This design comes from an exercise in tuning for small area, a short achievable clock period and few clock cycles on the open sky130 flow, not from production work. Function was not checked in any run shown here: the RTL went through the layout flow alone. No activity file was given, so power comes from the tool's default toggle rates.

===== design.v =====
`default_nettype none
module swt_front (
	input  wire logic         clk,
	input  wire logic         arst_n,
	input  wire logic         push,
	output      logic         full,
	input  wire logic [1:0]   mode,
	input  wire logic [4:0]   timer_id,
	input  wire logic [15:0]  deadline,
	input  wire logic [7:0]   payload,
	input  wire logic         cmd_take,
	output      logic         cmd_valid,
	output      logic [1:0]   cmd_op,
	output      logic [4:0]   cmd_id,
	output      logic [15:0]  cmd_deadline,
	output      logic [7:0]   cmd_payload
);
	logic        sk_v;
	logic [1:0]  sk_op;
	logic [4:0]  sk_id;
	logic [15:0] sk_dl;
	logic [7:0]  sk_pl;
	logic        acc;
	logic        hd_load;
	assign full    = sk_v;
	assign acc     = push && !sk_v && (mode != 2'd3);
	assign hd_load = !cmd_valid || cmd_take;
	always_ff @(posedge clk) begin
		if (hd_load) begin
			cmd_op       <= sk_v ? sk_op : mode;
			cmd_id       <= sk_v ? sk_id : timer_id;
			cmd_deadline <= sk_v ? sk_dl : deadline;
			cmd_payload  <= sk_v ? sk_pl : payload;
		end
		if (!sk_v) begin
			sk_op <= mode;
			sk_id <= timer_id;
			sk_dl <= deadline;
			sk_pl <= payload;
		end
	end
	always_ff @(posedge clk or negedge arst_n) begin
		if (!arst_n) begin
			cmd_valid <= 1'b0;
			sk_v      <= 1'b0;
		end else begin
			if (hd_load) begin
				cmd_valid <= sk_v || acc;
				sk_v      <= 1'b0;
			end else if (acc) begin
				sk_v      <= 1'b1;
			end
		end
	end
endmodule
`default_nettype wire
`default_nettype none
module swt_res_fifo (
	input  wire logic         clk,
	input  wire logic         arst_n,
	input  wire logic         res_push,
	input  wire logic [4:0]   res_id,
	input  wire logic [7:0]   res_payload,
	input  wire logic         res_last,
	output      logic         res_full,
	input  wire logic         pop,
	output      logic         empty,
	output      logic [4:0]   out_id,
	output      logic [7:0]   out_payload,
	output      logic         out_last
);
	logic       o_v;
	logic       sk_v;
	logic [4:0] sk_id;
	logic [7:0] sk_pl;
	logic       sk_last;
	logic       o_load;
	assign empty    = !o_v;
	assign res_full = sk_v;
	assign o_load   = !o_v || pop;
	always_ff @(posedge clk) begin
		if (o_load) begin
			out_id      <= sk_v ? sk_id   : res_id;
			out_payload <= sk_v ? sk_pl   : res_payload;
			out_last    <= sk_v ? sk_last : res_last;
		end
		if (!sk_v) begin
			sk_id   <= res_id;
			sk_pl   <= res_payload;
			sk_last <= res_last;
		end
	end
	always_ff @(posedge clk or negedge arst_n) begin
		if (!arst_n) begin
			o_v  <= 1'b0;
			sk_v <= 1'b0;
		end else begin
			if (o_load) begin
				o_v  <= sk_v || res_push;
				sk_v <= 1'b0;
			end else if (res_push) begin
				sk_v <= 1'b1;
			end
		end
	end
endmodule
`default_nettype wire
`default_nettype none
module swt_back #(
	parameter int NUM_TIMERS = 32
) (
	input  wire logic         clk,
	input  wire logic         arst_n,
	input  wire logic         cmd_valid,
	input  wire logic [1:0]   cmd_op,
	input  wire logic [4:0]   cmd_id,
	input  wire logic [15:0]  cmd_deadline,
	input  wire logic [7:0]   cmd_payload,
	output      logic         cmd_take,
	input  wire logic         res_full,
	output      logic         res_push,
	output      logic [4:0]   res_id,
	output      logic [7:0]   res_payload,
	output      logic         res_last
);
	localparam logic [1:0] OP_TICK   = 2'd0;
	localparam logic [1:0] OP_ARM    = 2'd1;
	localparam logic [1:0] OP_CANCEL = 2'd2;
	logic [15:0]           nxt_q;
	logic [NUM_TIMERS-1:0] active_q;
	logic [NUM_TIMERS-1:0] pend1_q;
	logic [NUM_TIMERS-1:0] pend2_q;
	logic [15:0]           dl_mem [0:NUM_TIMERS-1];
	logic [7:0]            pl_mem [0:NUM_TIMERS-1];
	logic [NUM_TIMERS-1:0] due;
	logic [NUM_TIMERS-1:0] fire;
	logic [NUM_TIMERS-1:0] sel;
	logic [NUM_TIMERS-1:0] lowest;
	logic [NUM_TIMERS-1:0] pend1_rest;
	logic [NUM_TIMERS-1:0] busy;
	logic [15:0]           wr_dl;
	logic                  p1_any;
	logic                  p2_any;
	logic                  p1_done;
	logic                  is_tick;
	logic                  is_arm;
	logic                  is_cancel;
	logic                  tick_go;
	logic                  arm_go;
	assign is_tick   = cmd_valid && (cmd_op == OP_TICK);
	assign is_arm    = cmd_valid && (cmd_op == OP_ARM);
	assign is_cancel = cmd_valid && (cmd_op == OP_CANCEL);
	assign busy      = pend1_q | pend2_q;
	assign p1_any    = |pend1_q;
	assign p2_any    = |pend2_q;
	assign tick_go   = is_tick && !p2_any;
	assign arm_go    = is_arm && !busy[cmd_id];
	assign cmd_take  = tick_go || arm_go || is_cancel;
	assign wr_dl     = (cmd_deadline < nxt_q) ? nxt_q : cmd_deadline;
	always_comb begin
		for (int i = 0; i < NUM_TIMERS; i++) begin
			due[i] = active_q[i] && (dl_mem[i] == nxt_q);
		end
		fire = tick_go ? due : '0;
	end
	always_comb begin
		logic seen;
		seen = 1'b0;
		for (int i = 0; i < NUM_TIMERS; i++) begin
			lowest[i] = pend1_q[i] && !seen;
			seen      = seen || pend1_q[i];
		end
		res_id      = '0;
		res_payload = '0;
		for (int i = 0; i < NUM_TIMERS; i++) begin
			if (lowest[i]) begin
				res_id      = res_id | 5'(i);
				res_payload = res_payload | pl_mem[i];
			end
		end
		pend1_rest = pend1_q & ~lowest;
		res_last   = !(|pend1_rest);
		res_push   = p1_any && !res_full;
		sel        = res_push ? lowest : '0;
		p1_done    = !p1_any || (res_push && res_last);
	end
	always_ff @(posedge clk) begin
		for (int i = 0; i < NUM_TIMERS; i++) begin
			if (arm_go && (cmd_id == 5'(i))) begin
				dl_mem[i] <= wr_dl;
				pl_mem[i] <= cmd_payload;
			end
		end
	end
	always_ff @(posedge clk or negedge arst_n) begin
		if (!arst_n) begin
			nxt_q    <= 16'd1;
			active_q <= '0;
			pend1_q  <= '0;
			pend2_q  <= '0;
		end else begin
			if (tick_go) begin
				nxt_q <= nxt_q + 1'b1;
			end
			for (int i = 0; i < NUM_TIMERS; i++) begin
				if (arm_go && (cmd_id == 5'(i))) begin
					active_q[i] <= 1'b1;
				end else if (is_cancel && (cmd_id == 5'(i))) begin
					active_q[i] <= 1'b0;
				end else if (fire[i]) begin
					active_q[i] <= 1'b0;
				end
			end
			if (p1_done) begin
				pend1_q <= pend2_q | fire;
				pend2_q <= '0;
			end else begin
				pend1_q <= pend1_q & ~sel;
				pend2_q <= pend2_q | fire;
			end
		end
	end
endmodule
`default_nettype wire
`default_nettype none
module software_timer_expiry_scan #(
	parameter int NUM_TIMERS = 32
) (
	input  wire logic         clk,
	input  wire logic         arst_n,
	input  wire logic         push,
	output      logic         full,
	input  wire logic [1:0]   mode,
	input  wire logic [4:0]   timer_id,
	input  wire logic [15:0]  deadline,
	input  wire logic [7:0]   payload,
	output      logic         empty,
	input  wire logic         pop,
	output      logic [4:0]   fired_timer,
	output      logic [7:0]   fired_payload,
	output      logic         last
);
	logic [1:0]  cmd_op;
	logic [4:0]  cmd_id;
	logic [15:0] cmd_deadline;
	logic [7:0]  cmd_payload;
	logic        cmd_valid;
	logic        cmd_take;
	logic [4:0]  res_id;
	logic [7:0]  res_payload;
	logic        res_last;
	logic        res_push;
	logic        res_full;
	swt_front u_front (
		.clk          (clk),
		.arst_n       (arst_n),
		.push         (push),
		.full         (full),
		.mode         (mode),
		.timer_id     (timer_id),
		.deadline     (deadline),
		.payload      (payload),
		.cmd_take     (cmd_take),
		.cmd_valid    (cmd_valid),
		.cmd_op       (cmd_op),
		.cmd_id       (cmd_id),
		.cmd_deadline (cmd_deadline),
		.cmd_payload  (cmd_payload)
	);
	swt_back #(
		.NUM_TIMERS(NUM_TIMERS)
	) u_back (
		.clk          (clk),
		.arst_n       (arst_n),
		.cmd_valid    (cmd_valid),
		.cmd_op       (cmd_op),
		.cmd_id       (cmd_id),
		.cmd_deadline (cmd_deadline),
		.cmd_payload  (cmd_payload),
		.cmd_take     (cmd_take),
		.res_full     (res_full),
		.res_push     (res_push),
		.res_id       (res_id),
		.res_payload  (res_payload),
		.res_last     (res_last)
	);
	swt_res_fifo u_res_fifo (
		.clk         (clk),
		.arst_n      (arst_n),
		.res_push    (res_push),
		.res_id      (res_id),
		.res_payload (res_payload),
		.res_last    (res_last),
		.res_full    (res_full),
		.pop         (pop),
		.empty       (empty),
		.out_id      (fired_timer),
		.out_payload (fired_payload),
		.out_last    (last)
	);
endmodule
`default_nettype wire

===== run.sh =====
#!/bin/bash
# synth_recipe.tcl (not shown) runs the flow's synth.tcl, then flattens the netlist and writes it again
# the make line also repeats each setting of config.mk as NAME=value (left out here)
make -C /OpenROAD-flow-scripts/flow DESIGN_CONFIG=/design/flow/config.mk WORK_HOME=/design/flow/orfs CLKGATE_MAP_FILE= SYNTH_SCRIPT=/design/flow/synth_recipe.tcl finish

===== config.mk =====
export PLATFORM = sky130hd
export DESIGN_NAME = software_timer_expiry_scan
export DESIGN_NICKNAME = software_timer_expiry_scan
export VERILOG_FILES = /design/flow/design.v
export SDC_FILE = /design/flow/constraint.sdc
export NUM_CORES = 4
export LEC_CHECK = 0
export CAP_MARGIN = 20
export CORE_MARGIN = 2
export CORE_UTILIZATION = 40
export SLEW_MARGIN = 20

===== constraint.sdc =====
create_clock -name core_clock -period 6.0 [get_ports {clk}]
set_input_delay 1.2000 -clock core_clock [delete_from_list [all_inputs] [get_ports {clk}]]
set_output_delay 1.2000 -clock core_clock [all_outputs]
set_load 0.01 [all_outputs]

==> results of run 1 <==
-- layer usage --
layer  vias to the layer above  part of all wire [%]  GRT usage [%]
li1                      10910                     -              -
met1                     13100                    43           32.6
met2                      1103                    47           37.4
met3                       245                   7.0           3.59
met4                         2                   3.5           7.66
met5                         -                 0.016              0
-- worst min-delay path: stages, from the launching register on --
cell	delay (ns)
dfxtp_1	0.30
inv_1	0.04
a32oi_1	0.05
-- registers in the layout, summed over array words and instances (netlist names), 5 cells and up --
signal	count
u_res_fifo.out_id	5
u_res_fifo.out_payload	8
u_front.cmd_deadline	16
u_back.pend1_q	32
u_front.cmd_payload	8
u_front.sk_dl	16
u_res_fifo.sk_id	5
u_back.dl_mem	512
u_front.sk_id	5
u_back.active_q	32
u_back.pend2_q	32
u_back.pl_mem	256
u_front.cmd_id	5
u_back.nxt_q	16
u_front.sk_pl	8
u_res_fifo.sk_pl	8
-- Yosys cell counts (all sizes together) (24+ instances only) --
cell type and n:
nor3 100, nor2b 24, nand4 46, dfxtp 45, nor2 171, a21oi 37
a22oi 50, o22ai 41, o21ai 132, nand2 119, xnor2 46, edfxtp 813
nand3 48, inv 30, mux2 32, clkbuf 122, xor2 481, buf 43
nor4 124, dfrtp 115
-- power by group --
part	leakage [nW]	switching [mW]	internal, mW
sequential	9.34	0.367	9.19
combinational	5.57	3.77	1.06
clock	1.57	2.59	3.48
-- worst paths after layout --
path / from / end / slack (ns)
max in group asynchronous: arst_n / u_back.pend1_q[26] / 4.22
min reg2reg: u_res_fifo.sk_id[2] / u_res_fifo.sk_id[2] / 0.44
max reg2reg: u_back.pend1_q[0] / u_back.pend1_q[31] / 1.68
min: u_res_fifo.sk_id[2] / u_res_fifo.sk_id[2] / 0.44
max: u_back.pend1_q[0] / u_back.pend1_q[31] / 1.68
min in group asynchronous: arst_n / u_res_fifo.o_v / 0.54
-- layout by cell type, fill, tap and decap left out, types with 9 or more instances in the layout --
cell type / instances
nor4_1: 119
nand4_1: 45
mux2_2: 32
ha_1: 16
a22o_1: 13
xor2_1: 481
nor2_2: 28
nor2b_1: 24
buf_4: 91
a31oi_1: 21
clkbuf_1: 28
o21ai_0: 102
clkdlybuf4s50_1: 49
nor2_1: 139
edfxtp_1: 813
or3_1: 9
nand2b_1: 23
a22oi_1: 50
a221oi_1: 23
clkinv_2: 23
clkinv_1: 12
o22ai_1: 41
inv_1: 30
and3_1: 11
a21oi_1: 37
nand2_1: 119
dfxtp_1: 45
nor3_1: 96
clkbuf_16: 103
nand3_1: 48
dfrtp_2: 15
o311ai_2: 16
dfrtp_1: 100
o21ai_1: 29
xnor2_1: 46
-- cell type report --
type | count | area [sq um] | share of cell area [%]
sequential | 974 | 28200 | 60.9
timing repair buffer | 142 | 1210 | 2.61
multi-input combinational | 1700 | 11900 | 25.7
clock inverter | 46 | 423 | 0.912
inverter | 31 | 116 | 0.251
clock buffer | 137 | 2770 | 5.96
tap | 1357 | 1700 | 3.66
-- stage by stage --
step | utilization (%) | hold slack, ns | total power [mW] | setup TNS [ns]
6_report | 46.2 | 0.445 | 20.5 | 0
5_1_grt | 46.2 | 0.477 | 21.1 | 0
4_1_cts | 46.1 | 0.447 | 20.5 | 0
3_5_place_dp | 43.0 | 0.437 | 14.5 | 0
3_3_place_gp | 43.0 | 0.433 | 14.4 | 0
2_1_floorplan | - | 0.418 | 11.9 | -58.39
-- kinds of logic after synthesis --
logic type               count (synthesis)  synth area share [%]
AO/OA/AOI/OAI                          406                  6.61
XOR/XNOR                               527                  11.4
buffers and inverters                  196                  1.88
AND/OR/NAND/NOR                        713                  9.04
multiplexers                            35                  1.05
flip-flops                             974                  69.5
adder cells (fa/ha/maj)                 19                 0.570
==> key figures, run 1 <==
Worst hold path
  • HP Class: reg2reg
  • Hold path cells: 2

Placement
  • Gp weighted congestion: 0.940
  • Placed insts: approximately 4200
  • PortBufs: 50
  • Total placed instance area: 43100 sq um
  • Final HPWL DP: 72000 um
  • Place WS: 1.83 ns

Synthesis
  • Synth top area cells: edfxtp_1 (60%), xor2_1 (10%), dfrtp_1 (7.1%)
  • Area leader, netlist: edfxtp_1
  • Post-synth ARST share: a little under an eighth
  • Netlist cell types: 74
  • Synth top area share: 60.1%
  • Synth Register Bits: 974
  • Syn Area/Cell: 14.2 sq um
  • Cell Area, Synth: 40600 sq um
  • Yosys warnings: 5
  • Cells after Synth: 2870
  • Top FF cell, synth: edfxtp_1
  • Post-synthesis sequential area ratio: a little over two thirds
  • Number of enable flip-flop cells after synthesis: approximately 810
  • Syn nets: 2921

Critical path
  • CP endpoint kind: flop
  • WP data arrival: 4.89 ns
  • WS Path Type: reg2reg
  • Top cell family by delay on the critical path: simple AND/OR/NAND/NOR gates
  • Startpoint Class: flop
  • Largest stage delay on the critical path: 0.77 ns
  • Slowest CP cell: nor3_1
  • CP cell instances: nor4_4 -> nand4_2 -> nor3_1 -> o221ai_1 -> or4_1 -> o21a_2 -> o21ai_0
  • R2R depth: 7
  • CP Depth: 7
  • CP Buf/Inv Count: 0
  • Crit path required time: approximately 6.6 ns
  • Crit-path max FO: 32

Floorplanning
  • Die Ht: around 320 um
  • Starting Density: 40.4%
  • Placement Rows: 116
  • Top Ports: 51
  • Die X: around 320 um
  • Die area: 104000 sq um
  • Core area: 100000 sq um

Clocking
  • Clock transition at path regs: about 0.06 ns
  • CTS tree: yes
  • Clock Tree Buf Depth: 3
  • H-tree lvl count: 3
  • CTS Root Cell: clkbuf_16
  • CTS-repair resized insts: 0
  • # hold bufs at CTS: 0
  • Worst-Skew Late Latency: 0.67 ns
  • Clk sinks: 974
  • CTS buffer count: 98
  • Post-CTS Setup Repair Bufs: 0

STA
  • Final Hold Viols: 0
  • Slew of the pin with the lowest slew margin: 1.16 ns
  • Relative slew slack: 22.5%
  • FMAX: between 0.2 and 0.25 GHz
  • Unrepaired setup endpoints after global routing: no
  • PnR worst setup slack: 1.68 ns
  • Worst clock skew: 0.0234 ns
  • Final cycle utilization of the critical path: ~72%
  • Max Slew Vio Count: 0
  • Minimum clock period: 4.32 ns
  • Finish-stage setup viols: 0

Layout
  • Final Net Count: 2998
  • Fillcell total: between 8000 and 9000
  • Final Cell Area: 46400 sq um
  • Layout area overhead: 14.2%
  • Share of cells above drive strength 1: 11.8%
  • Antenna cell count: 0
  • Cell Count, Final, Fillers Out: 4387

Drt
  • Vias: around 25000
  • Vias/cell: 5.78
  • Pre-antenna DRT Iters: 6
  • Drt total wl: 122000 um
  • WL/cell: 27.7 um
  • Post-route ant nets: 0
  • DR DRC count: 0
  • 1st-iter DRT viols: 3061

Global route
  • Largest net degree at the start of global routing: 67
  • Overflow after GRT: 0
  • Vias in the first global route: 25061
  • Initial antenna violation count: 3
  • First-pass GRT wire length: 176000 um
  • GRT Resource Usage Total: a little under a quarter

Power and ir drop
  • Pleak: 16.5 nW
  • PD cells: 441 nW/um^2
  • Worst vdd ir: 0.000396 V

Run
  • Maxcap violations: 0

Status
  • Status: finished clean
==> run 2, diff against run 1 <==
--- a/config.mk
+++ b/config.mk
@@ -5,7 +5,9 @@
 export SDC_FILE = /design/flow/constraint.sdc
 export NUM_CORES = 4
 export LEC_CHECK = 0
+export ABC_CLOCK_PERIOD_IN_PS = 3500
 export CAP_MARGIN = 20
 export CORE_MARGIN = 2
 export CORE_UTILIZATION = 40
+export SETUP_SLACK_MARGIN = 2.0
 export SLEW_MARGIN = 20
==> run 2 against run 1 <==
Against the previous run:
- design area grew 0.21%
- combinational power increased by 5.2%
- global-route usage decreased by 0.48 points
- non-clock buffer count rose by 8
- critical endpoint is now u_back.dl_mem[31][11]
==> key figures, run 2 <==
Clocking
  • CTS buffer count: 95 (was 98)
  • # hold bufs at CTS: 0 (unchanged)
  • Clock transition at path regs: 0.06 ns (about the same)
  • H-tree lvl count: 3 (unchanged)
  • CTS tree: yes (unchanged)
  • CTS Root Cell: clkbuf_16 (unchanged)
  • Clk sinks: 974 (unchanged)
  • Worst-Skew Late Latency: 0.67 ns (about the same)
  • Clock Tree Buf Depth: 3 (unchanged)

Synthesis
  • Cell Area, Synth: 40600 sq um (unchanged)
  • Area leader, netlist: edfxtp_1 (unchanged)
  • Post-synthesis sequential area ratio: 69.5% (unchanged)
  • Syn Area/Cell: 14.2 sq um (unchanged)
  • Syn nets: 2921 (unchanged)
  • Commonest cells post-synth: edfxtp_1 (813), xor2_1 (481), nor2_1 (171), clkbuf_1 (122), nor4_1 (121) (unchanged)
  • Post-synth ARST share: 11.9% (unchanged)
  • Cells after Synth: 2870 (unchanged)
  • Number of enable flip-flop cells after synthesis: 813 (unchanged)
  • Synth top area share: 60.1% (unchanged)
  • Netlist cell types: 74 (unchanged)
  • Top FF cell, synth: edfxtp_1 (unchanged)
  • Synth top area cells: edfxtp_1 (60%), xor2_1 (10%), dfrtp_1 (7.1%) (unchanged)
  • Synth Register Bits: 974 (unchanged)
  • Yosys warnings: 5 (unchanged)
  • Most frequent cell after synthesis: edfxtp_1 (unchanged)

Layout
  • Commonest non-fill, non-tap cell in the layout: edfxtp_1 (unchanged)
  • Share of cells above drive strength 1: 11.9% (was 11.8%)
  • Layout area overhead: 14.4% (was 14.2%)
  • Max reg flops: 512 (unchanged)
  • Biggest regs: u_back.dl_mem: 512 flops, u_back.pl_mem: 256 flops (unchanged)
  • Largest reg by FF count: u_back.dl_mem (unchanged)
  • Post-layout util: 46.3% (was 46.2%)
  • Most frequent cells in the layout: edfxtp_1 (813), xor2_1 (481), nor2_1 (139) (unchanged)
  • Final Net Count: 3003 (was 2998)
  • Antenna cell count: 0 (unchanged)

Worst hold path
  • Min-delay src: u_res_fifo.sk_pl[6] (was u_res_fifo.sk_id[2])
  • HP Class: reg2reg (unchanged)

Placement
  • Final HPWL DP: 71400 um (was 72000 um)
  • PortBufs: 50 (unchanged)
  • Gp weighted congestion: 0.945 (was 0.940)

Critical path
  • CP Buf/Inv Count: 2 (was 0)
  • Crit path from: u_front.cmd_id[2] (was u_back.pend1_q[0])
  • Top cell family by delay on the critical path: simple AND/OR/NAND/NOR gates (unchanged)
  • Slowest CP cell: edfxtp_1 (was nor3_1)
  • Startpoint Class: flop (unchanged)
  • CP cell instances: nand4bb_1 -> o22ai_1 -> nor3_1 -> nand4_1 -> or3_1 -> buf_4 -> nor2_2 -> buf_4 (was nor4_4 -> nand4_2 -> nor3_1 -> o221ai_1 -> or4_1 -> o21a_2 -> o21ai_0)
  • Top cell by count, worst path: buf_4
  • CP endpoint kind: flop (unchanged)
  • RR Startpoint: u_front.cmd_id[2] (was u_back.pend1_q[0])
  • Largest stage delay on the critical path: 0.73 ns (was 0.77 ns)
  • WP data arrival: 4.36 ns (was 4.89 ns)
  • WS Path Type: reg2reg (unchanged)
  • Crit path required time: 6.33 ns (was 6.57 ns)
  • Crit-path max FO: 20 (was 32)

Drt
  • Post-route ant nets: 0 (unchanged)
  • Pre-antenna DRT Iters: 5 (was 6)
  • DR DRC count: 0 (unchanged)
  • 1st-iter DRT viols: 2864 (was 3061)
  • WL/cell: 27.3 um (was 27.7 um)
  • Drt total wl: 119000 um (was 122000 um)
  • Vias/cell: 5.77 (was 5.78)
  • Vias: 25311 (was 25360)

Global route
  • Initial antenna violation count: 0 (was 3)
  • Overflow after GRT: 0 (unchanged)
  • Largest net degree at the start of global routing: 76 (was 67)
  • GRT Resource Usage Total: 22.9% (was 23.3%)
  • Vias in the first global route: 24891 (was 25061)
  • First-pass GRT wire length: 173000 um (was 176000 um)

Floorplanning
  • Die Ht: 323 um (unchanged)
  • Core area: 100000 sq um (unchanged)
  • Placement Rows: 116 (unchanged)
  • Die X: 323 um (unchanged)
  • Top Ports: 51 (unchanged)
  • Starting Density: 40.4% (unchanged)
  • Die area: 104000 sq um (unchanged)

STA
  • Finish-stage setup viols: 0 (unchanged)
  • Fin Setup TNS: 0 ns (unchanged)
  • Final Hold Viols: 0 (unchanged)
  • Slew of the pin with the lowest slew margin: 1.08 ns (was 1.16 ns)
  • Unrepaired setup endpoints after global routing: yes (was no)
  • FMAX: 0.248 GHz (was 0.232 GHz)
  • Worst hold slack: 0.454 ns (was 0.445 ns)
  • Worst clock skew: 0.0281 ns (was 0.0234 ns)
  • Minimum clock period: 4.03 ns (was 4.32 ns)
  • Max Slew Vio Count: 0 (unchanged)
  • Relative slew slack: 27.9% (was 22.5%)
  • Final cycle utilization of the critical path: 67.1% (was 71.9%)

Power and ir drop
  • Worst vdd ir: 0.000369 V (was 0.000396 V)
  • Pleak: 16.5 nW (about the same)
  • PD cells: 441 nW/um^2 (about the same)

Run
  • Maxcap violations: 0 (unchanged)

Status
  • Status: finished clean (unchanged)
[run 2: cell types whose count changed in the layout (fill, tap and decap cells not counted), moves of 3 or more]
cell      previous run  this run
buf_4               91        96
clkbuf_1            28        31
clkbuf_8             6         2
clkinv_2            23        15
dfrtp_1            100        96
dfrtp_2             15        19
o311ai_2            16         0
o311ai_4             0        16
[run 2: timing repair]
item,CTS,global route
buffers inserted,6,0
pin swaps,2,0
setup endpoints to repair,317,230
gates resized for setup,8,7
[run 2: cell families after synthesis]
| group | synth area share, % |
|---|---|
| buffers and inverters | 1.88 |
| adder cells (fa/ha/maj) | 0.570 |
| flip-flops | 69.5 |
| AO/OA/AOI/OAI | 6.61 |
| XOR/XNOR | 11.4 |
| AND/OR/NAND/NOR | 9.04 |
| multiplexers | 1.05 |
[run 2: layout make-up]
type | instances | area (sq um)
fillers | 8863 | 54000
flip-flops and latches | 974 | 28200
multi-input cells | 1700 | 12100
clock buffers | 136 | 2690
well taps | 1357 | 1700
repair buffers | 150 | 1280
clock inverters | 37 | 328
inverters | 31 | 116
[run 2: report_power, final]
| part | total (mW) | internal (mW) | switching (mW) |
|---|---|---|---|
| logic | 5.08 | 1.19 | 3.89 |
| clock network | 5.86 | 3.33 | 2.53 |
| registers | 9.57 | 9.19 | 0.378 |
[run 2: worst paths after layout]
path | to | slack (ns) | depth (start not counted)
max | u_back.dl_mem[31][11] | 1.97 | 8
min | u_res_fifo.sk_pl[6] | 0.45 | 2
min in group asynchronous | u_res_fifo.o_v | 0.46 | 1
max in group asynchronous | u_back.pend1_q[9] | 4.06 | 2
max reg2reg | u_back.dl_mem[31][11] | 1.97 | 8
min reg2reg | u_res_fifo.sk_pl[6] | 0.45 | 2
[run 2: worst reg2reg max path, cell delays in order (launching register included)]
cell       delay [ns]
edfxtp_1         0.73
nand4bb_1        0.45
o22ai_1          0.15
nor3_1           0.22
nand4_1          0.12
or3_1            0.69
buf_4            0.36
nor2_2           0.54
buf_4            0.40
[run 2: per-layer routing]
metal  global-route usage, %  vias to the layer above  wire length (um)
li1                        -                    10928                 -
met1                    31.3                    13046             50600
met2                    37.3                     1098             56800
met3                    3.32                      239              7960
met4                    7.91                        0              4120
met5                       0                        -                 0
[run 2: metrics by stage]
stage | total power, mW | instances | worst slack, ns | instance area (sq um)
after detailed placement | 14.7 | 4206 | 1.62 | 43300
after global routing | 21.2 | 4385 | 1.86 | 46500
final | 20.5 | 4385 | 1.97 | 46500
after global placement | 14.6 | 4205 | 1.60 | 43300
after CTS | 20.6 | 4385 | 2.06 | 46400
after floorplan | 12.1 | 2870 | 2.06 | 40900
==> run 3, diff against run 2 <==
--- a/design.v
+++ b/design.v
@@ -130,18 +130,23 @@
 	logic [NUM_TIMERS-1:0] active_q;
 	logic [NUM_TIMERS-1:0] pend1_q;
 	logic [NUM_TIMERS-1:0] pend2_q;
+	logic [NUM_TIMERS-1:0] sel_q;
+	logic                  p1v_q;
+	logic                  p2v_q;
+	logic                  selv_q;
+	logic                  last_q;
 	logic [15:0]           dl_mem [0:NUM_TIMERS-1];
 	logic [7:0]            pl_mem [0:NUM_TIMERS-1];
 	logic [NUM_TIMERS-1:0] due;
 	logic [NUM_TIMERS-1:0] fire;
-	logic [NUM_TIMERS-1:0] sel;
-	logic [NUM_TIMERS-1:0] lowest;
-	logic [NUM_TIMERS-1:0] pend1_rest;
+	logic [NUM_TIMERS-1:0] rest;
+	logic [NUM_TIMERS-1:0] src;
+	logic [NUM_TIMERS-1:0] src_low;
+	logic                  src_one;
 	logic [NUM_TIMERS-1:0] busy;
 	logic [15:0]           wr_dl;
-	logic                  p1_any;
-	logic                  p2_any;
-	logic                  p1_done;
+	logic                  any_fire;
+	logic                  p1_free;
 	logic                  is_tick;
 	logic                  is_arm;
 	logic                  is_cancel;
@@ -151,9 +156,7 @@
 	assign is_arm    = cmd_valid && (cmd_op == OP_ARM);
 	assign is_cancel = cmd_valid && (cmd_op == OP_CANCEL);
 	assign busy      = pend1_q | pend2_q;
-	assign p1_any    = |pend1_q;
-	assign p2_any    = |pend2_q;
-	assign tick_go   = is_tick && !p2_any;
+	assign tick_go   = is_tick && (!p2v_q || p1_free);
 	assign arm_go    = is_arm && !busy[cmd_id];
 	assign cmd_take  = tick_go || arm_go || is_cancel;
 	assign wr_dl     = (cmd_deadline < nxt_q) ? nxt_q : cmd_deadline;
@@ -161,28 +164,41 @@
 		for (int i = 0; i < NUM_TIMERS; i++) begin
 			due[i] = active_q[i] && (dl_mem[i] == nxt_q);
 		end
-		fire = tick_go ? due : '0;
+		fire     = tick_go ? due : '0;
+		any_fire = |fire;
 	end
 	always_comb begin
-		logic seen;
-		seen = 1'b0;
-		for (int i = 0; i < NUM_TIMERS; i++) begin
-			lowest[i] = pend1_q[i] && !seen;
-			seen      = seen || pend1_q[i];
-		end
 		res_id      = '0;
 		res_payload = '0;
 		for (int i = 0; i < NUM_TIMERS; i++) begin
-			if (lowest[i]) begin
+			if (sel_q[i]) begin
 				res_id      = res_id | 5'(i);
 				res_payload = res_payload | pl_mem[i];
 			end
 		end
-		pend1_rest = pend1_q & ~lowest;
-		res_last   = !(|pend1_rest);
-		res_push   = p1_any && !res_full;
-		sel        = res_push ? lowest : '0;
-		p1_done    = !p1_any || (res_push && res_last);
+		res_last = last_q;
+		res_push = selv_q && !res_full;
+		p1_free  = !p1v_q || (res_push && last_q);
+	end
+	always_comb begin
+		logic seen;
+		logic two;
+		rest = pend1_q & ~sel_q;
+		if (p1_free) begin
+			src = pend2_q;
+		end else if (res_push) begin
+			src = rest;
+		end else begin
+			src = pend1_q;
+		end
+		seen = 1'b0;
+		two  = 1'b0;
+		for (int i = 0; i < NUM_TIMERS; i++) begin
+			src_low[i] = src[i] && !seen;
+			two        = two || (src[i] && seen);
+			seen       = seen || src[i];
+		end
+		src_one = !two;
 	end
 	always_ff @(posedge clk) begin
 		for (int i = 0; i < NUM_TIMERS; i++) begin
@@ -198,6 +214,11 @@
 			active_q <= '0;
 			pend1_q  <= '0;
 			pend2_q  <= '0;
+			sel_q    <= '0;
+			p1v_q    <= 1'b0;
+			p2v_q    <= 1'b0;
+			selv_q   <= 1'b0;
+			last_q   <= 1'b0;
 		end else begin
 			if (tick_go) begin
 				nxt_q <= nxt_q + 1'b1;
@@ -211,12 +232,19 @@
 					active_q[i] <= 1'b0;
 				end
 			end
-			if (p1_done) begin
-				pend1_q <= pend2_q | fire;
-				pend2_q <= '0;
+			sel_q  <= src_low;
+			last_q <= src_one;
+			if (p1_free) begin
+				pend1_q <= p2v_q ? pend2_q : fire;
+				p1v_q   <= p2v_q || any_fire;
+				selv_q  <= p2v_q;
+				pend2_q <= p2v_q ? fire : '0;
+				p2v_q   <= p2v_q && any_fire;
 			end else begin
-				pend1_q <= pend1_q & ~sel;
+				pend1_q <= res_push ? rest : pend1_q;
+				selv_q  <= 1'b1;
 				pend2_q <= pend2_q | fire;
+				p2v_q   <= p2v_q || any_fire;
 			end
 		end
 	end
==> run 3 against run 2 <==
Against the previous run:
- sequential power about the same
- largest cell class unchanged
- via count increased by 2.1%
- utilization about the same
- critical endpoint is now u_back.dl_mem[0][12]
==> key figures, run 3 <==
Status
  • Status: finished clean (unchanged)

Layout
  • Most frequent cells in the layout: edfxtp_1 (813), xor2_1 (402), nor2_1 (137) (was edfxtp_1 (813), xor2_1 (481), nor2_1 (139))
  • Share of cells above drive strength 1: 13.2% (was 11.9%)
  • Layout area overhead: 14.7% (was 14.4%)
  • Final Net Count: 3030 (was 3003)
  • Max reg flops: 512 (unchanged)
  • Biggest regs: u_back.dl_mem: 512 flops, u_back.pl_mem: 256 flops (unchanged)
  • Post-layout util: 46.2% (was 46.3%)
  • Final Cell Area: 47800 sq um (was 46500 sq um)
  • Antenna cell count: 0 (unchanged)
  • Fillcell total: 8923 (was 8863)
  • Commonest non-fill, non-tap cell in the layout: edfxtp_1 (unchanged)
  • Largest reg by FF count: u_back.dl_mem (unchanged)
  • Cell Count, Final, Fillers Out: 4446 (was 4385)

Critical path
  • Top cell family by delay on the critical path: simple AND/OR/NAND/NOR gates (unchanged)
  • WS Path Type: reg2reg (unchanged)
  • Crit path required time: 6.35 ns (was 6.33 ns)
  • Crit-path max FO: 23 (was 20)
  • Flop-to-flop setup slack: 2.16 ns (was 1.97 ns)
  • CP cell instances: buf_4 -> nor3_1 -> a21oi_1 -> mux4_2 -> a211oi_1 -> nor2_1 -> or3_4 -> buf_4 -> nor2_4 -> buf_4 (was nand4bb_1 -> o22ai_1 -> nor3_1 -> nand4_1 -> or3_1 -> buf_4 -> nor2_2 -> buf_4)
  • Largest stage delay on the critical path: 0.62 ns (was 0.73 ns)
  • Top cell by count, worst path: buf_4 (unchanged)
  • CP Buf/Inv Count: 3 (was 2)
  • Slowest CP cell: edfxtp_1 (unchanged)
  • Startpoint Class: flop (unchanged)
  • CP endpoint kind: flop (unchanged)
  • WP data arrival: 4.20 ns (was 4.36 ns)

Floorplanning
  • Top Ports: 51 (unchanged)
  • Die X: 327 um (was 323 um)
  • Placement Rows: 118 (was 116)
  • Die Ht: 327 um (was 323 um)
  • Die area: 107000 sq um (was 104000 sq um)
  • Core area: 103000 sq um (was 100000 sq um)
  • Starting Density: 40.3% (was 40.4%)

Worst hold path
  • HP Class: reg2reg (unchanged)

Power and ir drop
  • PD cells: 424 nW/um^2 (was 441 nW/um^2)
  • Worst vdd ir: 0.000479 V (was 0.000369 V)
  • Final Total Pwr: 20.3 mW (was 20.5 mW)
  • Pleak: 17.1 nW (was 16.5 nW)

Drt
  • Pre-antenna DRT Iters: 5 (unchanged)
  • Vias: 25843 (was 25311)
  • DR DRC count: 0 (unchanged)
  • WL/cell: 29.2 um (was 27.3 um)
  • Drt total wl: 130000 um (was 119000 um)
  • Post-route ant nets: 0 (unchanged)
  • Vias/cell: 5.81 (was 5.77)
  • 1st-iter DRT viols: 2804 (was 2864)

Synthesis
  • Post-synthesis sequential area ratio: 69.8% (was 69.5%)
  • Commonest cells post-synth: edfxtp_1 (813), xor2_1 (402), nor2_1 (169), dfrtp_1 (151), xnor2_1 (125) (was edfxtp_1 (813), xor2_1 (481), nor2_1 (171), clkbuf_1 (122), nor4_1 (121))
  • Yosys warnings: 5 (unchanged)
  • Syn nets: 2920 (was 2921)
  • Syn Area/Cell: 14.5 sq um (was 14.2 sq um)
  • Synth top area share: 58.6% (was 60.1%)
  • Post-synth ARST share: 15.0% (was 11.9%)
  • Number of enable flip-flop cells after synthesis: 813 (unchanged)
  • Cell Area, Synth: 41700 sq um (was 40600 sq um)
  • Cells after Synth: 2869 (was 2870)
  • Most frequent cell after synthesis: edfxtp_1 (unchanged)
  • Top FF cell, synth: edfxtp_1 (unchanged)
  • Area leader, netlist: edfxtp_1 (unchanged)
  • Synth Register Bits: 1010 (was 974)
  • Synth top area cells: edfxtp_1 (59%), dfrtp_1 (9.1%), xor2_1 (8.4%) (was edfxtp_1 (60%), xor2_1 (10%), dfrtp_1 (7.1%))
  • Netlist cell types: 72 (was 74)

Clocking
  • CTS buffer count: 103 (was 95)
  • Clock transition at path regs: 0.06 ns (about the same)
  • Clock Tree Buf Depth: 3 (unchanged)
  • Clk sinks: 1010 (was 974)
  • Worst-Skew Late Latency: 0.70 ns (was 0.67 ns)
  • CTS tree: yes (unchanged)
  • CTS Root Cell: clkbuf_16 (unchanged)
  • H-tree lvl count: 3 (unchanged)

Global route
  • Vias in the first global route: 25528 (was 24891)
  • GRT Resource Usage Total: 24.1% (was 22.9%)
  • Initial antenna violation count: 1 (was 0)
  • Overflow after GRT: 0 (unchanged)
  • Largest net degree at the start of global routing: 90 (was 76)
  • First-pass GRT wire length: 186000 um (was 173000 um)

Placement
  • PortBufs: 50 (unchanged)
  • Total placed instance area: 44200 sq um (was 43300 sq um)
  • Placed insts: 4241 (was 4206)
  • Final HPWL DP: 80300 um (was 71400 um)
  • Gp weighted congestion: 0.927 (was 0.945)
  • Place WS: 1.68 ns (was 1.62 ns)

STA
  • Fin Setup TNS: 0 ns (unchanged)
  • Slew of the pin with the lowest slew margin: 1.16 ns (was 1.08 ns)
  • Final cycle utilization of the critical path: 64.0% (was 67.1%)
  • Final Hold Viols: 0 (unchanged)
  • PnR worst setup slack: 2.16 ns (was 1.97 ns)
  • Max Slew Vio Count: 0 (unchanged)
  • Minimum clock period: 3.84 ns (was 4.03 ns)
  • FMAX: 0.260 GHz (was 0.248 GHz)
  • Relative slew slack: 22.4% (was 27.9%)
  • Unrepaired setup endpoints after global routing: no (was yes)
  • Worst hold slack: 0.455 ns (was 0.454 ns)
  • Worst clock skew: 0.0402 ns (was 0.0281 ns)
  • Finish-stage setup viols: 0 (unchanged)

Run
  • Maxcap violations: 0 (unchanged)
==> run 3: routing by layer <==
layer  GRT usage [%]  up-vias  routed length (um)
li1                -    10969                   -
met1            34.1    13283               53800
met2            37.5     1368               59600
met3            5.03      223               12700
met4            7.29        0                3560
met5               0        -                   0
==> run 3: cell type report <==
| cell class | instances | area (sq um) | share of cell area, % |
|---|---|---|---|
| inverter | 37 | 139 | 0.290 |
| timing repair buffer | 162 | 1410 | 2.95 |
| multi-input combinational | 1665 | 12000 | 25.0 |
| sequential | 1010 | 29100 | 60.9 |
| tap | 1380 | 1730 | 3.61 |
| clock inverter | 51 | 601 | 1.26 |
| clock buffer | 141 | 2830 | 5.92 |
==> run 3: power breakdown <==
part	switching, mW	internal, mW
Clock	2.75	3.79
Sequential	0.388	9.17
Combinational	3.19	0.972
==> run 3: final timing paths <==
path	startpoint	cells past startpoint	endpoint
worst min register to register	u_res_fifo.sk_pl[7]	2	u_res_fifo.sk_pl[7]
max in group asynchronous	arst_n	2	u_back.sel_q[31]
min in group asynchronous	arst_n	1	u_back.pend1_q[9]
worst max-delay path	u_front.cmd_id[0]	10	u_back.dl_mem[0][12]
worst max register to register	u_front.cmd_id[0]	10	u_back.dl_mem[0][12]
worst min-delay path	u_res_fifo.sk_pl[7]	2	u_res_fifo.sk_pl[7]
==> run 3: worst reg2reg max path, delay by kind of cell, from the launching register on <==
| kind | cells | cell delay [ns] |
|---|---|---|
| simple gates | 4 | 1.10 |
| buf+inv | 3 | 0.90 |
| flops | 1 | 0.62 |
| mux | 1 | 0.50 |
| compound gates | 2 | 0.38 |
==> run 3: logic make-up after synthesis <==
| group | after synthesis | synth area share [%] |
|---|---|---|
| AO/OA/AOI/OAI | 415 | 6.94 |
| adder cells (fa/ha/maj) | 19 | 0.552 |
| XOR/XNOR | 527 | 11.1 |
| multiplexers | 68 | 1.81 |
| AND/OR/NAND/NOR | 636 | 7.76 |
| buffers and inverters | 194 | 2.02 |
| flip-flops | 1010 | 69.8 |
==> run 3: timing repair <==
action                                  CTS  global route
pin swaps                                 1             2
gates resized for setup                   9            17
endpoints found under the setup margin  374           632
hold buffers                              0             0
buffers inserted                          4             8
==> run 4, diff against run 3 <==
--- a/design.v
+++ b/design.v
@@ -1,5 +1,7 @@
 `default_nettype none
-module swt_front (
+module swt_front #(
+	parameter int NUM_TIMERS = 32
+) (
 	input  wire logic         clk,
 	input  wire logic         arst_n,
 	input  wire logic         push,
@@ -11,7 +13,7 @@
 	input  wire logic         cmd_take,
 	output      logic         cmd_valid,
 	output      logic [1:0]   cmd_op,
-	output      logic [4:0]   cmd_id,
+	output      logic [NUM_TIMERS-1:0] cmd_sel,
 	output      logic [15:0]  cmd_deadline,
 	output      logic [7:0]   cmd_payload
 );
@@ -21,14 +23,18 @@
 	logic [15:0] sk_dl;
 	logic [7:0]  sk_pl;
 	logic        acc;
+	logic [4:0]  ld_id;
 	logic        hd_load;
 	assign full    = sk_v;
 	assign acc     = push && !sk_v && (mode != 2'd3);
 	assign hd_load = !cmd_valid || cmd_take;
+	assign ld_id   = sk_v ? sk_id : timer_id;
 	always_ff @(posedge clk) begin
 		if (hd_load) begin
 			cmd_op       <= sk_v ? sk_op : mode;
-			cmd_id       <= sk_v ? sk_id : timer_id;
+			for (int i = 0; i < NUM_TIMERS; i++) begin
+				cmd_sel[i] <= (ld_id == 5'(i));
+			end
 			cmd_deadline <= sk_v ? sk_dl : deadline;
 			cmd_payload  <= sk_v ? sk_pl : payload;
 		end
@@ -113,7 +119,7 @@
 	input  wire logic         arst_n,
 	input  wire logic         cmd_valid,
 	input  wire logic [1:0]   cmd_op,
-	input  wire logic [4:0]   cmd_id,
+	input  wire logic [NUM_TIMERS-1:0] cmd_sel,
 	input  wire logic [15:0]  cmd_deadline,
 	input  wire logic [7:0]   cmd_payload,
 	output      logic         cmd_take,
@@ -157,7 +163,7 @@
 	assign is_cancel = cmd_valid && (cmd_op == OP_CANCEL);
 	assign busy      = pend1_q | pend2_q;
 	assign tick_go   = is_tick && (!p2v_q || p1_free);
-	assign arm_go    = is_arm && !busy[cmd_id];
+	assign arm_go    = is_arm && !(|(busy & cmd_sel));
 	assign cmd_take  = tick_go || arm_go || is_cancel;
 	assign wr_dl     = (cmd_deadline < nxt_q) ? nxt_q : cmd_deadline;
 	always_comb begin
@@ -202,7 +208,7 @@
 	end
 	always_ff @(posedge clk) begin
 		for (int i = 0; i < NUM_TIMERS; i++) begin
-			if (arm_go && (cmd_id == 5'(i))) begin
+			if (arm_go && cmd_sel[i]) begin
 				dl_mem[i] <= wr_dl;
 				pl_mem[i] <= cmd_payload;
 			end
@@ -224,9 +230,9 @@
 				nxt_q <= nxt_q + 1'b1;
 			end
 			for (int i = 0; i < NUM_TIMERS; i++) begin
-				if (arm_go && (cmd_id == 5'(i))) begin
+				if (arm_go && cmd_sel[i]) begin
 					active_q[i] <= 1'b1;
-				end else if (is_cancel && (cmd_id == 5'(i))) begin
+				end else if (is_cancel && cmd_sel[i]) begin
 					active_q[i] <= 1'b0;
 				end else if (fire[i]) begin
 					active_q[i] <= 1'b0;
@@ -269,7 +275,7 @@
 	output      logic         last
 );
 	logic [1:0]  cmd_op;
-	logic [4:0]  cmd_id;
+	logic [NUM_TIMERS-1:0] cmd_sel;
 	logic [15:0] cmd_deadline;
 	logic [7:0]  cmd_payload;
 	logic        cmd_valid;
@@ -279,7 +285,9 @@
 	logic        res_last;
 	logic        res_push;
 	logic        res_full;
-	swt_front u_front (
+	swt_front #(
+		.NUM_TIMERS(NUM_TIMERS)
+	) u_front (
 		.clk          (clk),
 		.arst_n       (arst_n),
 		.push         (push),
@@ -291,7 +299,7 @@
 		.cmd_take     (cmd_take),
 		.cmd_valid    (cmd_valid),
 		.cmd_op       (cmd_op),
-		.cmd_id       (cmd_id),
+		.cmd_sel      (cmd_sel),
 		.cmd_deadline (cmd_deadline),
 		.cmd_payload  (cmd_payload)
 	);
@@ -302,7 +310,7 @@
 		.arst_n       (arst_n),
 		.cmd_valid    (cmd_valid),
 		.cmd_op       (cmd_op),
-		.cmd_id       (cmd_id),
+		.cmd_sel      (cmd_sel),
 		.cmd_deadline (cmd_deadline),
 		.cmd_payload  (cmd_payload),
 		.cmd_take     (cmd_take),
--- a/config.mk
+++ b/config.mk
@@ -5,9 +5,9 @@
 export SDC_FILE = /design/flow/constraint.sdc
 export NUM_CORES = 4
 export LEC_CHECK = 0
-export ABC_CLOCK_PERIOD_IN_PS = 3500
+export ABC_CLOCK_PERIOD_IN_PS = 2700
 export CAP_MARGIN = 20
 export CORE_MARGIN = 2
 export CORE_UTILIZATION = 40
-export SETUP_SLACK_MARGIN = 2.0
+export SETUP_SLACK_MARGIN = 3.3
 export SLEW_MARGIN = 20
==> run 4 against run 3 <==
Against the previous run:
- still clean
- via count up 20%
- flip-flop and latch count grew 27
- die area rose by 2.6%
- sequential share of layout area is 7.1 points lower
- sequential power up about 20%
- routed wire length up 36%
- register-to-register slack better by 0.63 ns
- count of clock-buffer cells in the layout down 3
- power up 38%
- synthesized cell count rose by 3.3%
==> key figures, run 4 <==
Critical path
  • R2R depth: 12 (was 10)
  • WP data arrival: 3.82 ns (was 4.20 ns)
  • RR Startpoint: u_back.nxt_q[8] (was u_front.cmd_id[0])
  • Flop-to-flop setup slack: 2.79 ns (was 2.16 ns)
  • Startpoint Class: flop (unchanged)
  • Worst R2R End: u_back.p1v_q (was u_back.dl_mem[0][12])
  • WS Path Type: reg2reg (unchanged)
  • CP endpoint kind: flop (unchanged)
  • End of the critical path: u_back.p1v_q (was u_back.dl_mem[0][12])
  • Crit-path max FO: 10 (was 23)
  • Crit path required time: 6.61 ns (was 6.35 ns)
  • Crit path from: u_back.nxt_q[8] (was u_front.cmd_id[0])

Clocking
  • CTS tree: yes (unchanged)
  • Clk sinks: 1037 (was 1010)
  • Worst-Skew Late Latency: 0.73 ns (was 0.70 ns)
  • H-tree lvl count: 3 (unchanged)
  • Clock Tree Buf Depth: 3 (unchanged)
  • # hold bufs at CTS: 0 (unchanged)
  • CTS Root Cell: clkbuf_16 (unchanged)
  • CTS buffer count: 106 (was 103)
  • Clock transition at path regs: 0.07 ns (was 0.06 ns)

Drt
  • 1st-iter DRT viols: 5522 (was 2804)
  • WL/cell: 35.5 um (was 29.2 um)
  • Vias/cell: 6.22 (was 5.81)
  • Drt total wl: 176000 um (was 130000 um)
  • DR DRC count: 0 (unchanged)
  • Post-route ant nets: 0 (unchanged)
  • Vias: 30892 (was 25843)
  • Pre-antenna DRT Iters: 6 (was 5)

STA
  • Finish-stage setup viols: 0 (unchanged)
  • Fin Setup TNS: 0 ns (unchanged)
  • Relative slew slack: 25.2% (was 22.4%)
  • FMAX: 0.311 GHz (was 0.260 GHz)
  • Unrepaired setup endpoints after global routing: yes (was no)
  • Final cycle utilization of the critical path: 53.5% (was 64.0%)
  • Max Slew Vio Count: 0 (unchanged)
  • Minimum clock period: 3.21 ns (was 3.84 ns)
  • Final Hold Viols: 0 (unchanged)
  • Slew of the pin with the lowest slew margin: 1.12 ns (was 1.16 ns)
  • Worst clock skew: 0.0522 ns (was 0.0402 ns)

Global route
  • GRT Resource Usage Total: 30.6% (was 24.1%)
  • Vias in the first global route: 28579 (was 25528)
  • First-pass GRT wire length: 230000 um (was 186000 um)
  • Largest net degree at the start of global routing: 136 (was 90)
  • Initial antenna violation count: 7 (was 1)
  • Overflow after GRT: 0 (unchanged)

Placement
  • PortBufs: 50 (unchanged)
  • Gp weighted congestion: 0.938 (was 0.927)
  • Final HPWL DP: 83000 um (was 80300 um)
  • Total placed instance area: 44800 sq um (was 44200 sq um)

Floorplanning
  • Starting Density: 40.5% (was 40.3%)
  • Core area: 106000 sq um (was 103000 sq um)
  • Die Ht: 331 um (was 327 um)
  • Placement Rows: 119 (was 118)
  • Die area: 110000 sq um (was 107000 sq um)
  • Die X: 331 um (was 327 um)
  • Top Ports: 51 (unchanged)

Synthesis
  • Most frequent cell after synthesis: edfxtp_1 (unchanged)
  • Syn nets: 3015 (was 2920)
  • Synth top area cells: edfxtp_1 (59%), dfrtp_1 (8.8%), xor2_1 (6.4%) (was edfxtp_1 (59%), dfrtp_1 (9.1%), xor2_1 (8.4%))
  • Area leader, netlist: edfxtp_1 (unchanged)
  • Syn Area/Cell: 14.4 sq um (was 14.5 sq um)
  • Number of enable flip-flop cells after synthesis: 840 (was 813)
  • Top FF cell, synth: edfxtp_1 (unchanged)
  • Yosys warnings: 5 (unchanged)
  • Post-synthesis sequential area ratio: 70.0% (was 69.8%)
  • Post-synth ARST share: 14.7% (was 15.0%)
  • Synth Register Bits: 1037 (was 1010)
  • Commonest cells post-synth: edfxtp_1 (840), xor2_1 (312), xnor2_1 (212), nand2_1 (167), dfrtp_1 (151) (was edfxtp_1 (813), xor2_1 (402), nor2_1 (169), dfrtp_1 (151), xnor2_1 (125))
  • Cell Area, Synth: 42800 sq um (was 41700 sq um)
  • Cells after Synth: 2964 (was 2869)
  • Netlist cell types: 69 (was 72)
  • Synth top area share: 59.0% (was 58.6%)

Layout
  • Share of cells above drive strength 1: 25.9% (was 13.2%)
  • Biggest regs: u_back.dl_mem: 512 flops, u_back.pl_mem: 256 flops (unchanged)
  • Layout area overhead: 30.5% (was 14.7%)
  • Commonest non-fill, non-tap cell in the layout: edfxtp_1 (unchanged)
  • Max reg flops: 512 (unchanged)
  • Final Net Count: 3527 (was 3030)
  • Sequential Area: 30000 sq um (was 29100 sq um)
  • Largest reg by FF count: u_back.dl_mem (unchanged)
  • Most frequent cells in the layout: edfxtp_1 (840), xor2_1 (311), xnor2_1 (208) (was edfxtp_1 (813), xor2_1 (402), nor2_1 (137))
  • Final Cell Area: 55800 sq um (was 47800 sq um)
  • Fillcell total: 8402 (was 8923)
  • Multi-input gate area: 14200 sq um (was 12000 sq um)

Status
  • Status: finished clean (unchanged)

Power and ir drop
  • Worst vdd ir: 0.000319 V (was 0.000479 V)
  • Pleak: 20.9 nW (was 17.1 nW)
  • PD cells: 500 nW/um^2 (was 424 nW/um^2)

Run
  • Maxcap violations: 0 (unchanged)

Worst hold path
  • HP Class: in2async (was reg2reg)
==> run 4: cell types whose count changed in the layout (fill, tap and decap cells not counted), sizes merged, moves of 25 or more <==
cell	delta
buf	+281
xor2	-90
xnor2	+87
nand2	+84
and2	+75
nand4	+44
mux2	+43
nor2	-31
edfxtp	+27
o22ai	-26
nand2b	+25
nor4	-25
==> run 4: worst min path at each step <==
stage,cells after the start,end
after floorplan,2,u_res_fifo.sk_id[2]
after global placement,2,u_res_fifo.sk_id[4]
after detailed placement,2,u_res_fifo.sk_id[2]
after CTS,1,u_back.nxt_q[11]
after global routing,1,u_back.nxt_q[13]
final,1,u_back.nxt_q[8]
==> run 4: worst max-delay path: stages, from the launching register on <==
cell and delay [ns]:
dfrtp_4 0.52, buf_12 0.15, buf_12 0.14, buf_4 0.16, xor2_1 0.19, nor4_2 0.08, nand2_1 0.15, nor4_1 0.09
nor4_2 0.52, a21oi_4 0.16, or4_4 0.58, buf_6 0.14, or2_4 0.21
==> run 4: cell type report <==
type / instances / area share, %
well taps: 1391 / 3.12
multi-input cells: 1812 / 25.4
clock inverters: 63 / 1.04
inverters: 65 / 0.464
repair buffers: 454 / 10.9
diodes: 4 / 0.0179
clock buffers: 138 / 5.26
flip-flops and latches: 1037 / 53.8
==> run 4: cells by family (layout without fill, tap and decap cells) <==
kind of cell | count (synthesis) | count (layout) | synth area share (%)
flops | 1037 | 1037 | 70.0
simple gates | 727 | 777 | 8.66
xor+xnor | 524 | 524 | 10.7
compound gates | 393 | 394 | 6.55
buf+inv | 214 | 720 | 2.25
mux | 50 | 98 | 1.30
fa+ha+maj | 19 | 19 | 0.538
other cells | 0 | 4 | 0
==> run 4: per-layer routing <==
| metal | track usage, % | share of wire, % |
|---|---|---|
| met1 | 41.1 | 36 |
| met2 | 45.6 | 43 |
| met3 | 7.90 | 14 |
| met4 | 16.8 | 7.4 |
| met5 | 1.00 | 0.091 |
==> run 4: timing repair <==
item                                    in CTS  in global routing
cloned                                      97                 24
buffers inserted                           226                107
gates resized for setup                    355                188
endpoints found under the setup margin    1483               1325
pin swaps                                   52                 61
==> run 4: metrics by stage <==
step	util, %	power (mW)	setup WS, ns	std cells	hold WS (ns)
finish	52.8	27.9	2.79	4964	0.333
global placement	42.4	15.9	1.98	4300	0.448
detailed placement	42.4	16.0	1.91	4300	0.442
global route	52.8	28.2	2.73	4960	0.336
CTS	50.7	26.2	2.84	4824	0.313
floorplan	-	13.6	3.03	2964	0.418
==> run 4: power by group <==
part           internal [mW]  leakage, nW  switching [mW]  total (mW)
logic                   3.79         9.04            5.95        9.74
registers               10.4         10.1            1.07        11.5
clock network           3.77         1.71            2.94        6.71
total                   18.0         20.9            9.96        27.9
==> run 5, diff against run 4 <==
--- a/design.v
+++ b/design.v
@@ -15,6 +15,9 @@
 	output      logic [1:0]   cmd_op,
 	output      logic [NUM_TIMERS-1:0] cmd_sel,
 	output      logic [15:0]  cmd_deadline,
+	output      logic         cmd_early,
+	input  wire logic [15:0]  nxt,
+	input  wire logic         nxt_inc,
 	output      logic [7:0]   cmd_payload
 );
 	logic        sk_v;
@@ -24,18 +27,21 @@
 	logic [7:0]  sk_pl;
 	logic        acc;
 	logic [4:0]  ld_id;
+	logic [15:0] ld_dl;
 	logic        hd_load;
 	assign full    = sk_v;
 	assign acc     = push && !sk_v && (mode != 2'd3);
 	assign hd_load = !cmd_valid || cmd_take;
 	assign ld_id   = sk_v ? sk_id : timer_id;
+	assign ld_dl   = sk_v ? sk_dl : deadline;
 	always_ff @(posedge clk) begin
 		if (hd_load) begin
 			cmd_op       <= sk_v ? sk_op : mode;
 			for (int i = 0; i < NUM_TIMERS; i++) begin
 				cmd_sel[i] <= (ld_id == 5'(i));
 			end
-			cmd_deadline <= sk_v ? sk_dl : deadline;
+			cmd_deadline <= ld_dl;
+			cmd_early    <= nxt_inc ? (ld_dl <= nxt) : (ld_dl < nxt);
 			cmd_payload  <= sk_v ? sk_pl : payload;
 		end
 		if (!sk_v) begin
@@ -121,6 +127,9 @@
 	input  wire logic [1:0]   cmd_op,
 	input  wire logic [NUM_TIMERS-1:0] cmd_sel,
 	input  wire logic [15:0]  cmd_deadline,
+	input  wire logic         cmd_early,
+	output      logic [15:0]  nxt,
+	output      logic         nxt_inc,
 	input  wire logic [7:0]   cmd_payload,
 	output      logic         cmd_take,
 	input  wire logic         res_full,
@@ -165,7 +174,9 @@
 	assign tick_go   = is_tick && (!p2v_q || p1_free);
 	assign arm_go    = is_arm && !(|(busy & cmd_sel));
 	assign cmd_take  = tick_go || arm_go || is_cancel;
-	assign wr_dl     = (cmd_deadline < nxt_q) ? nxt_q : cmd_deadline;
+	assign wr_dl     = cmd_early ? nxt_q : cmd_deadline;
+	assign nxt       = nxt_q;
+	assign nxt_inc   = tick_go;
 	always_comb begin
 		for (int i = 0; i < NUM_TIMERS; i++) begin
 			due[i] = active_q[i] && (dl_mem[i] == nxt_q);
@@ -277,6 +288,9 @@
 	logic [1:0]  cmd_op;
 	logic [NUM_TIMERS-1:0] cmd_sel;
 	logic [15:0] cmd_deadline;
+	logic        cmd_early;
+	logic [15:0] nxt;
+	logic        nxt_inc;
 	logic [7:0]  cmd_payload;
 	logic        cmd_valid;
 	logic        cmd_take;
@@ -301,6 +315,9 @@
 		.cmd_op       (cmd_op),
 		.cmd_sel      (cmd_sel),
 		.cmd_deadline (cmd_deadline),
+		.cmd_early    (cmd_early),
+		.nxt          (nxt),
+		.nxt_inc      (nxt_inc),
 		.cmd_payload  (cmd_payload)
 	);
 	swt_back #(
@@ -312,6 +329,9 @@
 		.cmd_op       (cmd_op),
 		.cmd_sel      (cmd_sel),
 		.cmd_deadline (cmd_deadline),
+		.cmd_early    (cmd_early),
+		.nxt          (nxt),
+		.nxt_inc      (nxt_inc),
 		.cmd_payload  (cmd_payload),
 		.cmd_take     (cmd_take),
 		.res_full     (res_full),
==> run 5 against run 4 <==
Against the previous run:
- still clean on timing, DRC and antenna
- fmax rose by 6.7%
- via count shrank 6.1%
- clock power about the same
- clock skew is 0.014 ns lower
- synthesized area up 0.29%
==> key figures, run 5 <==
Placement
  • Placed insts: 4300 (unchanged)
  • Place WS: 2.05 ns (was 1.91 ns)
  • Final HPWL DP: 83100 um (was 83000 um)
  • PortBufs: 50 (unchanged)
  • Gp weighted congestion: 0.913 (was 0.938)

Synthesis
  • Yosys warnings: 5 (unchanged)
  • Post-synthesis sequential area ratio: 69.8% (was 70.0%)
  • Area leader, netlist: edfxtp_1 (unchanged)
  • Cells after Synth: 2950 (was 2964)
  • Synth top area cells: edfxtp_1 (59%), dfrtp_1 (8.8%), xor2_1 (8.1%) (was edfxtp_1 (59%), dfrtp_1 (8.8%), xor2_1 (6.4%))
  • Post-synth ARST share: 14.6% (was 14.7%)
  • Synth top area share: 58.9% (was 59.0%)
  • Commonest cells post-synth: edfxtp_1 (841), xor2_1 (396), dfrtp_1 (151), nor2_1 (150), nand2_1 (135) (was edfxtp_1 (840), xor2_1 (312), xnor2_1 (212), nand2_1 (167), dfrtp_1 (151))
  • Top FF cell, synth: edfxtp_1 (unchanged)
  • Syn nets: 3002 (was 3015)
  • Synth Register Bits: 1038 (was 1037)
  • Syn Area/Cell: 14.5 sq um (was 14.4 sq um)
  • Number of enable flip-flop cells after synthesis: 841 (was 840)
  • Cell Area, Synth: 42900 sq um (was 42800 sq um)
  • Most frequent cell after synthesis: edfxtp_1 (unchanged)
  • Netlist cell types: 69 (unchanged)

Clocking
  • H-tree lvl count: 3 (unchanged)
  • Clock transition at path regs: 0.06 ns (was 0.07 ns)
  • CTS tree: yes (unchanged)
  • Clk sinks: 1038 (was 1037)
  • Clock Tree Buf Depth: 3 (unchanged)
  • CTS Root Cell: clkbuf_16 (unchanged)
  • Worst-Skew Late Latency: 0.70 ns (was 0.73 ns)
  • CTS buffer count: 104 (was 106)
  • # hold bufs at CTS: 0 (unchanged)

Global route
  • GRT Resource Usage Total: 27.5% (was 30.6%)
  • Largest net degree at the start of global routing: 80 (was 136)
  • Vias in the first global route: 28200 (was 28579)
  • First-pass GRT wire length: 214000 um (was 230000 um)
  • Initial antenna violation count: 8 (was 7)
  • Overflow after GRT: 0 (unchanged)

STA
  • Minimum clock period: 3.01 ns (was 3.21 ns)
  • Worst clock skew: 0.0386 ns (was 0.0522 ns)
  • Max Slew Vio Count: 0 (unchanged)
  • Slew of the pin with the lowest slew margin: 1.27 ns (was 1.12 ns)
  • FMAX: 0.332 GHz (was 0.311 GHz)
  • Final Hold Viols: 0 (unchanged)
  • Fin Setup TNS: 0 ns (unchanged)
  • Finish-stage setup viols: 0 (unchanged)
  • Final cycle utilization of the critical path: 50.1% (was 53.5%)
  • PnR worst setup slack: 2.99 ns (was 2.79 ns)
  • Unrepaired setup endpoints after global routing: yes (unchanged)
  • Relative slew slack: 15.1% (was 25.2%)

Power and ir drop
  • PD cells: 457 nW/um^2 (was 500 nW/um^2)
  • Pleak: 19.8 nW (was 20.9 nW)
  • Worst vdd ir: 0.000516 V (was 0.000319 V)

Drt
  • Drt total wl: 156000 um (was 176000 um)
  • Pre-antenna DRT Iters: 8 (was 6)
  • Post-route ant nets: 0 (unchanged)
  • 1st-iter DRT viols: 4303 (was 5522)
  • DR DRC count: 0 (unchanged)
  • WL/cell: 32.7 um (was 35.5 um)
  • Vias/cell: 6.08 (was 6.22)
  • Vias: 29005 (was 30892)

Critical path
  • Flop-to-flop setup slack: 2.99 ns (was 2.79 ns)
  • WP data arrival: 3.59 ns (was 3.82 ns)
  • WS Path Type: reg2reg (unchanged)
  • Crit path from: u_front.cmd_valid (was u_back.nxt_q[8])
  • CP endpoint kind: flop (unchanged)
  • R2R depth: 8 (was 12)
  • Startpoint Class: flop (unchanged)
  • RR Startpoint: u_front.cmd_valid (was u_back.nxt_q[8])
  • Worst R2R End: u_back.p2v_q (was u_back.p1v_q)
  • Crit-path max FO: 16 (was 10)
  • Crit path required time: 6.58 ns (was 6.61 ns)

Layout
  • Cell Count, Final, Fillers Out: 4767 (was 4964)
  • Multi-input gate area: 13500 sq um (was 14200 sq um)
  • Max reg flops: 512 (unchanged)
  • Sequential Area: 30000 sq um (about the same)
  • Final Net Count: 3325 (was 3527)
  • Layout area overhead: 23.1% (was 30.5%)
  • Most frequent cells in the layout: edfxtp_1 (841), xor2_1 (389), buf_4 (155) (was edfxtp_1 (840), xor2_1 (311), xnor2_1 (208))
  • Fillcell total: 8916 (was 8402)
  • Largest reg by FF count: u_back.dl_mem (unchanged)
  • Biggest regs: u_back.dl_mem: 512 flops, u_back.pl_mem: 256 flops (unchanged)
  • Share of cells above drive strength 1: 21.6% (was 25.9%)
  • Commonest non-fill, non-tap cell in the layout: edfxtp_1 (unchanged)

Run
  • Maxcap violations: 0 (unchanged)

Status
  • Status: finished clean (unchanged)

Floorplanning
  • Core area: 107000 sq um (was 106000 sq um)
  • Top Ports: 51 (unchanged)
  • Placement Rows: 120 (was 119)
  • Die Ht: 331 um (about the same)
  • Die X: 331 um (about the same)
  • Starting Density: 40.2% (was 40.5%)
  • Die area: 110000 sq um (about the same)

Worst hold path
  • WHS Endpoint: u_res_fifo.sk_id[0]
  • Hold path cells: 2
  • HP Class: reg2reg (was in2async)
  • Min-delay src: u_res_fifo.sk_id[0]
## run 5: changes by cell type after synthesis, sizes merged, moves of 25 or more
cell    before  now
inv         65   39
nand2      167  136
nand4       96   49
xnor2      212  128
xor2       312  396
nor4        82  116
nand3       56   86
o21bai       9   34
## run 5: how the worst max path moves through the flow
stage / slack (ns) / cells after the start / endpoint
6_report: 2.99 / 8 / u_back.p2v_q
2_1_floorplan: 3.00 / 10 / u_front.cmd_early
5_1_grt: 2.96 / 10 / u_back.p2v_q
3_5_place_dp: 2.05 / 10 / u_back.last_q
3_3_place_gp: 2.04 / 8 / u_back.p2v_q
4_1_cts: 3.02 / 8 / u_back.last_q
## run 5: cell families after synthesis
group / count (synthesis) / share of synthesized area, %
buffers and inverters: 187 / 2.13
XOR/XNOR: 524 / 10.7
multiplexers: 70 / 1.76
adder cells (fa/ha/maj): 20 / 0.566
AND/OR/NAND/NOR: 705 / 8.36
AO/OA/AOI/OAI: 406 / 6.64
flip-flops: 1038 / 69.8
## run 5: repair_timing
item | in CTS | in global routing
pin swaps | 51 | 60
gates cloned | 46 | 7
setup buffers | 156 | 57
gates resized for setup | 270 | 106
setup endpoints to repair | 1044 | 892
## run 5: metrics by stage
step           hold slack, ns  cell area, sq um  util (%)  total power, mW
2_1_floorplan           0.418             42900         -             13.2
3_3_place_gp            0.442             44800      42.0             15.3
3_5_place_dp            0.448             44900      42.1             15.5
4_1_cts                 0.457             51500      48.3             23.4
5_1_grt                 0.485             52800      49.5             24.7
6_report                0.454             52800      49.5             24.1
## run 5: critical path, cell delays in order, from the launching register on
cell      delay (ns)
dfrtp_1         0.51
nand2b_2        0.31
a311o_2         0.20
buf_12          0.23
nor3_2          0.17
nor4_2          0.30
nand2_1         0.17
or4_4           0.61
maj3_2          0.32
## run 5: final cells by class
cell class	count	share of cell area, %
sequential	1038	56.9
multi-input combinational	1769	25.6
timing repair buffer	321	7.25
clock buffer	133	5.29
tap	1403	3.32
clock inverter	61	1.33
inverter	39	0.277
antenna	3	0.0142
## run 5: where the power goes
part	leakage, nW	internal (mW)	switching, mW	total [mW]
registers	10.2	10.3	0.888	11.1
clock network	1.71	3.87	2.85	6.73
logic	7.89	2.01	4.24	6.25
## run 5: per-layer routing
layer,GRT usage [%],wire length (um),vias to the layer above
met3,6.76,19100,463
met5,0,23,-
li1,-,-,11693
met2,42.8,70400,2101
met4,13.8,9210,4
met1,35.9,57000,14744

==> afterwards: timing with drivers on the ports <==
In the flow no input, the clock included, has a driving cell. The finished layouts below were timed again as built, in two steps.
Step 1 assumes that a clkbuf_16 drives the clock port and a buf_2 every other input.
Step 2 moves the port delays by t, midway between the first and last clock arrival at a register: inputs arrive t later, outputs are due t later. That takes back most of the time a late clock gives input paths.
Three values: ideal ports, drivers, drivers and shift; two values: the first two.
| run | shift t [ns] | setup slack, ns | clock arrival spread, ns | slew at the worst register clock pin (ns) | worst slew at a driven data input, ns |
|---|---|---|---|---|---|
| run 1 | 0.731 | 1.683 / 1.683 / 1.683 | 0.028 / 0.028 | 0.07 / 0.07 | 0.05 |
| run 2 | 0.725 | 1.972 / 1.972 / 1.972 | 0.030 / 0.030 | 0.07 / 0.07 | 0.07 |
| run 3 | 0.742 | 2.158 / 2.158 / 2.158 | 0.041 / 0.041 | 0.07 / 0.07 | 0.07 |
| run 4 | 0.772 | 2.790 / 2.790 / 2.790 | 0.052 / 0.052 | 0.07 / 0.07 | 0.05 |
| run 5 | 0.758 | 2.992 / 2.992 / 2.701 | 0.040 / 0.040 | 0.07 / 0.07 | 0.06 |
After both steps setup and hold are still met in every run listed. For run 5, which loses most, drivers alone change the setup slack by 0.000 ns; drivers and shift together by -0.291 ns.
